Context: an optimization exercise on an open-source flow, tuned for small area, a short achievable clock period and few clock cycles per item. The choices shown serve that exercise and are no tape-out recipe.
At most, simulation tests tie the RTL to the original design; equivalence was not proved.
Power and IR drop assume default switching activity.

==> flow/design.v <==
`timescale 1ns / 1ps
package ctt_pkg;
	localparam int SLOTW   = 4;
	localparam int TASKW   = 8;
	localparam int CNTW    = 16;
	localparam int SLOTINW = 3;
	localparam int STATW   = 2;
	typedef enum logic [1:0] {
		FUNC_TICK     = 2'd0,
		FUNC_ADD      = 2'd1,
		FUNC_DELETE   = 2'd2,
		FUNC_DISPATCH = 2'd3
	} func_t;
	typedef enum logic [STATW-1:0] {
		ST_OK    = 2'd0,
		ST_FULL  = 2'd1,
		ST_EMPTY = 2'd2
	} status_t;
	typedef struct packed {
		logic             valid;
		logic [TASKW-1:0] task_id;
		logic [CNTW-1:0]  delay;
		logic [CNTW-1:0]  period;
		logic             run;
	} slot_rec_t;
endpackage
`timescale 1ns / 1ps
module ctt_cell (
	input  logic               clk,
	input  logic               arst_n,
	input  logic               shift,
	input  ctt_pkg::slot_rec_t d,
	output ctt_pkg::slot_rec_t q
);
	ctt_pkg::slot_rec_t rec_q;
	always_ff @(posedge clk or negedge arst_n) begin
		if (!arst_n) begin
			rec_q <= '0;
		end else if (shift) begin
			rec_q <= d;
		end
	end
	assign q = rec_q;
endmodule
`timescale 1ns / 1ps
module cooperative_task_timer_table #(
	parameter int MAX_TASKS = 8
) (
	input  logic        clk,
	input  logic        arst_n,
	input  logic        s_tvalid,
	output logic        s_tready,
	input  logic [47:0] s_tdata,   
	input  logic [1:0]  s_tuser,   
	output logic        m_tvalid,
	input  logic        m_tready,
	output logic [15:0] m_tdata,   
	output logic [0:0]  m_tuser,   
	output logic        m_tlast
);
	localparam int N    = MAX_TASKS;
	localparam int TW   = ctt_pkg::TASKW;
	localparam int CW   = ctt_pkg::CNTW;
	localparam int NB   = CW / 4;                         
	localparam int SW   = ctt_pkg::SLOTW;
	localparam int BW   = SW + TW + ctt_pkg::STATW + 2;   
	logic [N-1:0]         valid_q;
	logic [N-1:0]         run_q;     
	logic [N-1:0][TW-1:0] tid_q;
	logic [N-1:0][CW-1:0] ndly_q;    
	logic [N-1:0][CW-1:0] per_q;
	logic [N-1:0]         z_q;       
	logic                 disp_q;    
	logic                 m_v_q;
	logic [BW-1:0]        m_q;
	logic                 out_free;   
	logic                 acc;
	logic                 do_tick, do_add, do_del, do_disp;
	logic                 disp_go;
	logic [N-1:0]         due;
	logic [N-1:0]         add_sel;
	logic [N-1:0]         disp_sel;
	logic [N-1:0]         del_sel;
	logic [SW-1:0]        add_idx;
	logic [SW-1:0]        disp_idx;
	logic [TW-1:0]        disp_tid;
	logic                 any_free;
	logic                 any_due;
	logic                 more_due;
	logic [BW-1:0]        beat;
	logic                 in_z;      
	assign out_free = !m_v_q || m_tready;
	assign s_tready = !disp_q && out_free;
	assign acc      = s_tvalid && s_tready;
	assign do_tick  = acc && (s_tuser == 2'd0);
	assign do_add   = acc && (s_tuser == 2'd1);
	assign do_del   = acc && (s_tuser == 2'd2);
	assign do_disp  = acc && (s_tuser == 2'd3);
	assign disp_go  = do_disp || (disp_q && out_free);
	assign due      = run_q;
	assign in_z     = (s_tdata[23:8] == '0);
	always_comb begin
		add_sel  = '0;
		disp_sel = '0;
		add_idx  = SW'(N);
		disp_idx = '0;
		disp_tid = '0;
		any_free = 1'b0;
		any_due  = 1'b0;
		more_due = 1'b0;
		for (int i = N - 1; i >= 0; i--) begin
			if (!valid_q[i]) begin
				add_sel  = '0;
				add_sel[i] = 1'b1;
				add_idx  = SW'(i);
				any_free = 1'b1;
			end
		end
		for (int i = N - 1; i >= 0; i--) begin
			if (due[i]) begin
				more_due = any_due;
				disp_sel = '0;
				disp_sel[i] = 1'b1;
				disp_idx = SW'(i);
				disp_tid = tid_q[i];
				any_due  = 1'b1;
			end
		end
	end
	always_comb begin
		del_sel = '0;
		del_sel[s_tdata[42:40]] = 1'b1;
	end
	always_comb begin
		beat = {1'b1, 1'b0, ctt_pkg::ST_OK, TW'(0), SW'(0)};
		if (disp_q || s_tuser == 2'd3) begin
			if (any_due) beat = {!more_due, 1'b1, ctt_pkg::ST_OK, disp_tid, disp_idx};
		end else if (s_tuser == 2'd1) begin
			beat = {1'b1, 1'b0, any_free ? ctt_pkg::ST_OK : ctt_pkg::ST_FULL, TW'(0), add_idx};
		end else if (s_tuser == 2'd2) begin
			beat = {1'b1, 1'b0, valid_q[s_tdata[42:40]] ? ctt_pkg::ST_OK : ctt_pkg::ST_EMPTY,
			        TW'(0), SW'(s_tdata[42:40])};
		end
	end
	for (genvar i = 0; i < N; i++) begin : g_slot
		logic [CW-1:0] dly;         
		logic          zero;        
		logic          load;        
		logic          t_rl;        
		logic          t_dec;       
		logic          keep;        
		logic [CW-1:0] bor;         
		logic [CW-1:0] nxt;         
		logic          pzero;       
		logic          one;         
		assign dly   = ~ndly_q[i];
		assign zero  = z_q[i];
		assign pzero = (per_q[i] == '0);
		assign one   = (dly == CW'(1));
		assign load  = do_add && add_sel[i];
		assign t_rl  = do_tick && zero;
		assign t_dec = do_tick;
		assign keep  = !(t_rl || load);
		for (genvar j = 0; j < CW; j++) begin : g_bor
			assign bor[j] = (j == 0) ? 1'b1 : (dly[j > 0 ? j - 1 : 0 : 0] == '0);
		end
		assign nxt = dly ^ ({CW{t_dec}} & bor);
		always_ff @(posedge clk) begin
			ndly_q[i] <= ~(({CW{t_rl}} & per_q[i]) | ({CW{load}} & s_tdata[23:8]) |
			               ({CW{keep}} & nxt));
			z_q[i]    <= (t_rl && pzero) || (load && in_z) || (keep && (do_tick ? one : zero));
		end
		always_ff @(posedge clk or negedge arst_n) begin
			if (!arst_n) begin
				valid_q[i] <= 1'b0;
			end else if (load) begin
				valid_q[i] <= 1'b1;
			end else if ((do_del && del_sel[i]) || (disp_go && disp_sel[i] && pzero)) begin
				valid_q[i] <= 1'b0;
			end
		end
		always_ff @(posedge clk or negedge arst_n) begin
			if (!arst_n) begin
				run_q[i] <= 1'b0;
			end else if (load || (do_del && del_sel[i]) || (disp_go && disp_sel[i])) begin
				run_q[i] <= 1'b0;
			end else if (t_rl && valid_q[i]) begin
				run_q[i] <= 1'b1;
			end
		end
		always_ff @(posedge clk) begin
			if (load) begin
				tid_q[i] <= s_tdata[7:0];
				per_q[i] <= s_tdata[39:24];
			end
		end
	end
	always_ff @(posedge clk or negedge arst_n) begin
		if (!arst_n) begin
			disp_q <= 1'b0;
			m_v_q  <= 1'b0;
		end else begin
			if (disp_go) begin
				disp_q <= more_due;
			end
			if (out_free) begin
				m_v_q <= acc || disp_q;
			end
		end
	end
	always_ff @(posedge clk) begin
		if (out_free) begin
			m_q <= beat;
		end
	end
	assign m_tvalid   = m_v_q;
	assign m_tdata    = {2'b00, m_q[SW+TW+1:0]};
	assign m_tuser[0] = m_q[BW-2];
	assign m_tlast    = m_q[BW-1];
endmodule
Settings: LEC_CHECK=0, CAP_MARGIN=20, CORE_MARGIN=2, CORE_UTILIZATION=60, CTS_CLUSTER_DIAMETER=100, CTS_CLUSTER_SIZE=24, SETUP_SLACK_MARGIN=1.8, SLEW_MARGIN=20; clock period 4.0 ns.
run.sh (not shown) runs the stock make flow with config.mk's settings and CLKGATE_MAP_FILE= SYNTH_SCRIPT=/design/flow/synth_recipe.tcl, a recipe that flattens the netlist after the stock synthesis.
Change:
==> flow/flow/run.sh (new file) <==
#!/bin/bash
# Own flow: the standard layout (standard.sh, which runs the standard
# synthesis unchanged), with one change: the port buffers that global
# placement inserts are sky130_fd_sc_hd__buf_2 instead of the cell
# buffer_ports picks by itself. The make output goes to standard.log.
set -euo pipefail
export BUFFER_PORTS_ARGS="-buffer_cell sky130_fd_sc_hd__buf_2"
bash standard.sh > standard.log 2>&1
==> flow/standard.sh (new file) <==
#!/bin/bash
# synth_recipe.tcl (not shown) runs the flow's synth.tcl, then flattens the netlist and writes it again
# the make line also repeats each setting of config.mk as NAME=value (left out here)
make -C /OpenROAD-flow-scripts/flow DESIGN_CONFIG=/design/flow/config.mk WORK_HOME=/design/flow/orfs CLKGATE_MAP_FILE= SYNTH_SCRIPT=/design/flow/synth_recipe.tcl "${@:-finish}"
removed: flow/run.sh
Non-clock buffer count decreases by 20; wire length goes down by about 1.2%; die area is unchanged.
No functional check of the RTL was part of any run of this note.

========
Another version of the RTL of cooperative_task_timer_table (not shown whole).
For scale: about 1400 cells after synthesis, about 360 flip-flops, ~74 I/O pins, about 16000 µm² of cells after synthesis.
clock: 4.0 ns
lec_check: 0
cap_margin: 20
core_margin: 2
core_utilization: 60
cts_cluster_diameter: 100
cts_cluster_size: 24
setup_slack_margin: 1.9
slew_margin: 20
standard.sh (not shown) runs the stock make flow with config.mk's settings and CLKGATE_MAP_FILE= SYNTH_SCRIPT=/design/flow/synth_recipe.tcl, a recipe that flattens the netlist after the stock synthesis.
==> flow/flow/run.sh <==
#!/bin/bash
# Own flow: the standard layout (standard.sh, which runs the standard
# synthesis unchanged), with one change: the port buffers that global
# placement inserts are sky130_fd_sc_hd__buf_2 instead of the cell
# buffer_ports picks by itself. The make output goes to standard.log.
set -euo pipefail
export BUFFER_PORTS_ARGS="-buffer_cell sky130_fd_sc_hd__buf_2"
bash standard.sh > standard.log 2>&1
The starting point passed the timing, DRC and antenna checks.
Testbench counts at the start, summed over its fixed seeds: cycles 13,323, items 12,000.
Rerun with:
Settings changed: SETUP_SLACK_MARGIN 1.9 to 1.8.
The new run completed with no timing, DRC or antenna violations.
Global-route usage came out lower by 1.2 points.
Design area came out lower by 5.8%.
Synthesized area does not change.
Clock power hardly moves.
Setup slack got worse by 12 ps.
Flip-flop and latch count stays the same.
Critical path depth stays the same.
Sequential share of layout area came out higher by 3.0 points.
Core utilization came out lower by 4.2 points.
Via count came out lower by 2.5%.
Power came out lower by 2.4%.
Rerun with:
==> flow/run.sh (new file) <==
#!/bin/bash
# synth_recipe.tcl (not shown) runs the flow's synth.tcl, then flattens the netlist and writes it again
# the make line also repeats each setting of config.mk as NAME=value (left out here)
make -C /OpenROAD-flow-scripts/flow DESIGN_CONFIG=/design/flow/config.mk WORK_HOME=/design/flow/orfs CLKGATE_MAP_FILE= SYNTH_SCRIPT=/design/flow/synth_recipe.tcl finish
Settings changed: SETUP_SLACK_MARGIN 1.8 to 1.9.
removed: flow/flow/run.sh
removed: flow/standard.sh
Final area rises by 12%. Count of clock-buffer cells in the layout does not change. Critical path depth stays the same. Sequential cell count stays the same. Clock skew came out higher by 13 ps.
Rerun with:
Settings changed: CORE_UTILIZATION 60 to 40, SETUP_SLACK_MARGIN 1.9 to 1.7.
Result:
- Now the flow finished with antenna violations left
- maximum frequency goes down by 2.2%
- wire length goes down by 5.4%
- cell area goes down by 7.2%
- synthesized cell count does not change
- total power goes down by 2.9%
- register-to-register slack gains 40 ps
- sequential power goes down by about 2%
- clock skew goes down by 18 ps
- die area goes up by 49%
- flip-flop and latch count does not change

========
cooperative_task_timer_table, a different RTL version from the one above (not shown whole).
For scale: about 1,500 cells after synthesis, about 390 flip-flops, about 74 I/O pins, ~17,000 µm² of cells after synthesis.
==> flow/config.mk <==
export PLATFORM = sky130hd
export DESIGN_NAME = cooperative_task_timer_table
export DESIGN_NICKNAME = cooperative_task_timer_table
export VERILOG_FILES = /design/flow/design.v
export SDC_FILE = /design/flow/constraint.sdc
export NUM_CORES = 4
export LEC_CHECK = 0
export CAP_MARGIN = 20
export CORE_MARGIN = 2
export CORE_UTILIZATION = 40
export CTS_CLUSTER_DIAMETER = 100
export CTS_CLUSTER_SIZE = 24
export SETUP_SLACK_MARGIN = 2.0
export SLEW_MARGIN = 20
==> flow/constraint.sdc <==
create_clock -name core_clock -period 4.0 [get_ports {clk}]
set_input_delay 0.8000 -clock core_clock [delete_from_list [all_inputs] [get_ports {clk}]]
set_output_delay 0.8000 -clock core_clock [all_outputs]
set_load 0.01 [all_outputs]
==> flow/flow/run.sh <==
#!/bin/bash
# Own flow: the standard layout (standard.sh, which runs the standard
# synthesis unchanged), with one change: the port buffers that global
# placement inserts are sky130_fd_sc_hd__buf_2 instead of the cell
# buffer_ports picks by itself. The make output goes to standard.log.
set -euo pipefail
export BUFFER_PORTS_ARGS="-buffer_cell sky130_fd_sc_hd__buf_2"
bash standard.sh > standard.log 2>&1
Then changed:
==> flow/run.sh (new file) <==
#!/bin/bash
# synth_recipe.tcl (not shown) runs the flow's synth.tcl, then flattens the netlist and writes it again
# the make line also repeats each setting of config.mk as NAME=value (left out here)
make -C /OpenROAD-flow-scripts/flow DESIGN_CONFIG=/design/flow/config.mk WORK_HOME=/design/flow/orfs CLKGATE_MAP_FILE= SYNTH_SCRIPT=/design/flow/synth_recipe.tcl finish
removed: flow/flow/run.sh
removed: flow/standard.sh
The changed run finished with timing, DRC and antenna clean.
Hold slack is better by 0.34 ns.
Synthesized area stays the same.
Critical path depth climbs by 2.
Final cell count drops slightly.
Worst setup slack is worse by 0.0034 ns.
Register-to-register slack barely changes.
No functional check of the RTL was part of any run of this note.

========
Another version of the RTL of cooperative_task_timer_table (not shown whole).
For scale: ~380 flip-flops, ~74 I/O pins, ~0.016 sq mm of cells after synthesis.
clock: 4.0 ns
lec_check: 0
cap_margin: 20
core_margin: 2
core_utilization: 60
cts_cluster_diameter: 100
cts_cluster_size: 24
setup_slack_margin: 1.7
slew_margin: 20
run.sh (not shown) runs the stock make flow with config.mk's settings and CLKGATE_MAP_FILE= SYNTH_SCRIPT=/design/flow/synth_recipe.tcl, a recipe that flattens the netlist after the stock synthesis.
Stock flow here: none of the scripts above is used.
The first run completed with no timing, DRC or antenna violations.
Rerun with:
CORE_UTILIZATION = 40   (was 60)
Result: The changed run produced a clean layout; utilization went down by 23 points; power rises by 1.1%; routed wire length is higher by 7.4%; clock skew hardly moves; global-route usage falls by 8.9 points; sequential share of layout area decreases by 0.94 points; non-clock buffer count goes down by 2; maximum frequency goes down by 0.73%; sequential cell count does not change; count of clock-buffer cells in the layout stays the same; critical path depth is higher by 1.
Function was not checked in any run of this note: the RTL went through the layout flow alone.

========
lane 1:
RTL: one of the versions met above, not the one the previous note started from.
Size in the first run: ~1400 cells after synthesis, ~74 I/O pins.
make LEC_CHECK=0 CAP_MARGIN=20 CORE_MARGIN=2 CORE_UTILIZATION=60 CTS_CLUSTER_DIAMETER=100 CTS_CLUSTER_SIZE=24 SETUP_SLACK_MARGIN=1.8 SLEW_MARGIN=20 finish   # period 4.0 ns
Having completed the whole flow, lane 1 delivered a layout that passed the timing, DRC and antenna checks.
Testbench counts of lane 1, summed over its fixed seeds: cycles 13,323, items 12,000.
[inputs] lane 2 vs lane 1
- changing SETUP_SLACK_MARGIN from 1.8 to 1.6
- Compared with lane 1, in lane 2 multi-input logic area down about 2.8%, power saw little to no change.
- Of the two values seen for startpoint of the most critical setup path, s_tvalid was produced by lane 2 and m_v_q by lane 1.
- Setup slack of the worst register-to-register path, lane 2 and lane 1: smaller value in lane 2
- Diff lane 1..lane 2 | internal power consumption | negligible
- Compared with lane 1, lane 2 shows a share of the clock period used by the worst path that is 2.7 points higher.
Setup changes, lane 2 to lane 3
- a change of CORE_UTILIZATION from 60 to 40
- a change of SETUP_SLACK_MARGIN from 1.6 to 1.8
==> flow/flow/run.sh (new file) <==
#!/bin/bash
# Own flow: the standard layout (standard.sh, which runs the standard
# synthesis unchanged), with one change: the port buffers that global
# placement inserts are sky130_fd_sc_hd__buf_2 instead of the cell
# buffer_ports picks by itself. The make output goes to standard.log.
set -euo pipefail
export BUFFER_PORTS_ARGS="-buffer_cell sky130_fd_sc_hd__buf_2"
bash standard.sh > standard.log 2>&1
==> flow/standard.sh (new file) <==
#!/bin/bash
# synth_recipe.tcl (not shown) runs the flow's synth.tcl, then flattens the netlist and writes it again
# the make line also repeats each setting of config.mk as NAME=value (left out here)
make -C /OpenROAD-flow-scripts/flow DESIGN_CONFIG=/design/flow/config.mk WORK_HOME=/design/flow/orfs CLKGATE_MAP_FILE= SYNTH_SCRIPT=/design/flow/synth_recipe.tcl "${@:-finish}"
removed: flow/run.sh
Results
Beginning of the critical path: s_tvalid -> lane 2, valid_q[0] -> lane 3. Area: lane 3 vs lane 2 -> lane 3 smaller. Going from lane 2 to lane 3, number of buffers outside the clock class in the layout shrank by 22; number of optimization iterations in the first detailed-route pass shrank by 10; count of clock-buffer cells in the layout shrank by 1.

==> static timing again, ports no longer ideal <==
In the flow no input, the clock included, has a driving cell. The finished layouts below were timed again as built, in two steps.
Step 1: set_driving_cell puts a clkbuf_16 on clk and a buf_2 on each other input, an assumption about the parent block.
Step 2, shift: input delay + t, output delay - t, t = (earliest + latest rising clock arrival at the registers) / 2. This alone moves slack from input paths to output paths.
a / b / c = ideal / step 1 / step 2; a / b = the first two.
| run | t (ns) | slack for setup (ns) | hold WS [ns] | worst setup path after step 2 | worst data-port slew with drivers (ns) |
|---|---|---|---|---|---|
| the first run of note 1 | 0.581 | 1.729 / 1.742 / 1.161 | 0.457 / 0.457 / 0.457 | input to register | 0.05 |
| the second run of note 1 | 0.575 | 1.699 / 1.689 / 1.114 | 0.200 / 0.171 / 0.444 | input to register | 0.08 |
| the first run of note 2 | 0.585 | 1.702 / 1.652 / 1.276 | 0.136 / 0.120 / 0.451 | input to register | 0.07 |
| the second run of note 2 | 0.566 | 1.690 / 1.639 / 1.292 | 0.137 / 0.133 / 0.444 | input to register | 0.08 |
| the third run of note 2 | 0.568 | 1.704 / 1.650 / 1.214 | 0.469 / 0.469 / 0.469 | input to register | 0.05 |
| the fourth run of note 2 | 0.575 | 1.652 / 1.601 / 1.222 | 0.456 / 0.456 / 0.456 | input to register | 0.06 |
| the first run of note 3 | 0.595 | 1.726 / 1.726 / 1.238 | 0.121 / 0.095 / 0.464 | input to register | 0.05 |
| the second run of note 3 | 0.599 | 1.723 / 1.724 / 1.154 | 0.460 / 0.460 / 0.460 | input to register | 0.06 |
| the first run of note 4 | 0.581 | 1.658 / 1.658 / 1.122 | 0.459 / 0.459 / 0.459 | input to register | 0.04 |
| the second run of note 4 | 0.595 | 1.641 / 1.641 / 1.078 | 0.465 / 0.465 / 0.465 | input to register | 0.06 |
| lane 1 | 0.579 | 1.764 / 1.712 / 1.296 | 0.466 / 0.466 / 0.466 | input to register | 0.07 |
| lane 2 | 0.571 | 1.656 / 1.634 / 1.089 | 0.436 / 0.436 / 0.436 | input to register | 0.05 |
| lane 3 | 0.589 | 1.713 / 1.697 / 1.230 | 0.116 / 0.129 / 0.436 | input to register | 0.08 |
For the second run of note 1, which loses most, drivers alone change the setup slack by -0.010 ns; drivers and shift together by -0.585 ns.
